From an optimization exercise on the open Yosys and OpenROAD flow, aimed at small area, a short achievable clock period and few clock cycles per item; shortcuts taken in it are not production practice.
The RTL was checked by simulation tests, not by an equivalence proof against the original design.

== run 1 ==
// ex_stage_md
module ex_stage_md #(
   parameter int WIDTH   = 32,
   parameter int SHAMT_W = 5,
   parameter int REG_W   = 5,
   parameter int CTRL_W  = 10
) (
   input  logic              clk,
   input  logic              rst_n,
   input  logic              in_valid,
   input  logic [WIDTH-1:0]  a_operand,
   input  logic [WIDTH-1:0]  b_operand,
   input  logic [WIDTH-1:0]  imm_ext,
   input  logic [WIDTH-1:0]  pc_plus4,
   input  logic [WIDTH-1:0]  fwd_mem,
   input  logic [WIDTH-1:0]  fwd_wb,
   input  logic [1:0]        fwd_a_sel,
   input  logic [1:0]        fwd_b_sel,
   input  logic              alu_src,
   input  logic              reg_dest,
   input  logic [REG_W-1:0]  dest_rd,
   input  logic [REG_W-1:0]  dest_rt,
   input  logic [4:0]        alu_sel,
   input  logic [CTRL_W-1:0] ctrl_in,
   input  logic              stall_in,
   output logic [WIDTH-1:0]  alu_out,
   output logic [WIDTH-1:0]  data_to_write,
   output logic [REG_W-1:0]  reg_to_write,
   output logic [WIDTH-1:0]  pc_plus4_o,
   output logic [CTRL_W-1:0] ctrl_out,
   output logic              out_valid,
   output logic              md_busy,
   output logic              md_stall,
   output logic [REG_W-1:0]  dest_hz
);
For scale: about 3700 cells after synthesis, about 220 flip-flops, roughly 350 I/O pins, about 0.030 mm² of cells after synthesis.
export LEC_CHECK = 0
export ABC_CLOCK_PERIOD_IN_PS = 4500
export CAP_MARGIN = 20
export CORE_MARGIN = 2
export CORE_UTILIZATION = 48
export SETUP_SLACK_MARGIN = 1.8
export SLEW_MARGIN = 20
create_clock -name core_clock -period 7.0 [get_ports {clk}]
standard.sh (not shown) runs the stock make flow with config.mk's settings and CLKGATE_MAP_FILE= SYNTH_SCRIPT=/design/flow/synth_recipe.tcl, a recipe that flattens the netlist after the stock synthesis.
==> flow/flow/run.sh <==
#!/bin/bash
# The standard layout (standard.sh: the standard flow's synthesis and ORFS flow, unchanged), except that
# the port buffers placed on every input and output are the smallest buffer, buf_1, instead
# of the delay buffer ORFS picks; timing repair still resizes any that need more drive.
set -euo pipefail
export BUFFER_PORTS_ARGS="-buffer_cell sky130_fd_sc_hd__buf_1"
bash standard.sh > standard.log 2>&1
Looking at the reports, run 1 completed the entire flow and the layout it produced met the timing, design-rule and antenna checks.
Testbench counts of run 1, summed over its fixed seeds: cycles 3,876, items 3,200.
For run 2, these inputs were changed with respect to run 1:
- a deleted ABC_CLOCK_PERIOD_IN_PS that had been 4500
- a change of SETUP_SLACK_MARGIN from 1.8 to 2.2
- a change of CORE_UTILIZATION from 48 to 40
- an added ABC_AREA of 1
- In summary, run 2 completed successfully, with a layout that passed the timing, design-rule and antenna checks.
- Of run 2 and run 1, run 1 shows the lower first-iteration DRC count, with run 2 above it.
- Setup TNS: run 1 vs run 2 identical
- Summary: with run 1 as the reference, routed wire length in run 2 moved up by more than 10%.
- Per the comparison of run 2 with run 1, via count went up 12%; post-route cell area increased by about 2.8% relative to the old numbers; met2 demand-to-capacity share in global routing fell by 4.3 points; count of mapped cells out of synthesis rose by 1140.
Input changes introduced in run 3 (baseline for comparison: run 2):
- setting ABC_CLOCK_PERIOD_IN_PS to 4500 for the first time
- removing ABC_AREA (formerly 1)
- changing SETUP_SLACK_MARGIN from 2.2 to 2.5
- changing CORE_UTILIZATION from 40 to 60
Findings:
- Run 3 did not run to completion, as it errored out during global routing.
- Between run 3 and run 2, it is run 3 whose horizontal die dimension is lower, by about 20%.
- Of run 3 and run 2, it is run 3 that has the higher number of gates resized after cts.
- Of run 3 and run 2, run 2 shows the higher site row count, with run 3 below it.
- Compared with run 2, in run 3 register area share after synthesis grew by 0.52 points, adder-cell share of the synthesized area went up, die extent in y lower.
- Number of unique standard cell types used by synthesis: run 3 > run 2
### run 3 -> run 4
- a change of CORE_UTILIZATION from 60 to 48
- an added ABC_AREA of 1
- a deleted ABC_CLOCK_PERIOD_IN_PS that had been 4500
- a change of SETUP_SLACK_MARGIN from 2.5 to 1.8
==> comparison <==
- Comparing run 3 and run 4, the lower setup fix buffers added after clock tree synthesis was measured on run 4.
- In run 4 relative to run 3, instance count after placement with tap cells included had gone up by more than a quarter.
- Run 4 ends up with a adder-cell area share of the yosys netlist that is 0.41 points lower than in run 3.
- Across run 3 and run 4, a clean result was obtained everywhere but in run 3.
- Run 3 did not finish; the tool stopped in global routing with error GRT-0232.
- Run 4 ends up with a number of cells upsized or downsized after cts that is 480 lower than in run 3.
- Run 4 against run 3; area after detailed placement is up by a few percent.
- A combinational family with the most area after synthesis of compound AO/OA/AOI/OAI gates is what run 3 shows, while simple AND/OR/NAND/NOR gates belongs to run 4.
- Summary of run 4 over run 3: effective utilization at floorplan has decreased, compound-gate portion of the synthesized area decreased 9.5 points, number of nets in the synthesized netlist shows an increase of 1140, die height now sits higher, synthesized area saw an increase.

==> port drivers added, routing unchanged <==
The results above use ideal ports. As a check the final layouts listed here were re-extracted and re-timed, cells and wires unchanged. Step 1 (the two cells are an assumption about what drives the block):
set clk [get_ports {clk}]
set_driving_cell -lib_cell sky130_fd_sc_hd__clkbuf_16 $clk
set_driving_cell -lib_cell sky130_fd_sc_hd__buf_2 [delete_from_list [all_inputs] $clk]
Step 2 adds t to the input delays and takes it off the output delays; t is the mean of the earliest and latest rising clock arrival at the registers after step 1. Input paths then give back, and output paths get back, about the clock's delay inside the block. a / b / c = ideal / step 1 / step 2; a / b = the first two.
| run | t, ns | slack for setup (ns) | hold slack, ns | worst setup path after step 2 | worst data-port slew with drivers (ns) |
|---|---|---|---|---|---|
| run 1 | 0.686 | 1.867 / 1.867 / 1.209 | 0.489 / 0.489 / 0.489 | input to register | 0.09 |
| run 2 | 0.684 | 2.273 / 2.308 / 1.624 | 0.500 / 0.500 / 0.500 | input to register | 0.16 |
| run 4 | 0.673 | 1.891 / 1.935 / 1.262 | 0.480 / 0.480 / 0.480 | input to register | 0.09 |
After both steps every run listed still meets setup and hold. For run 1, which loses most, drivers alone change the setup slack by 0.000 ns; drivers and shift together by -0.658 ns.
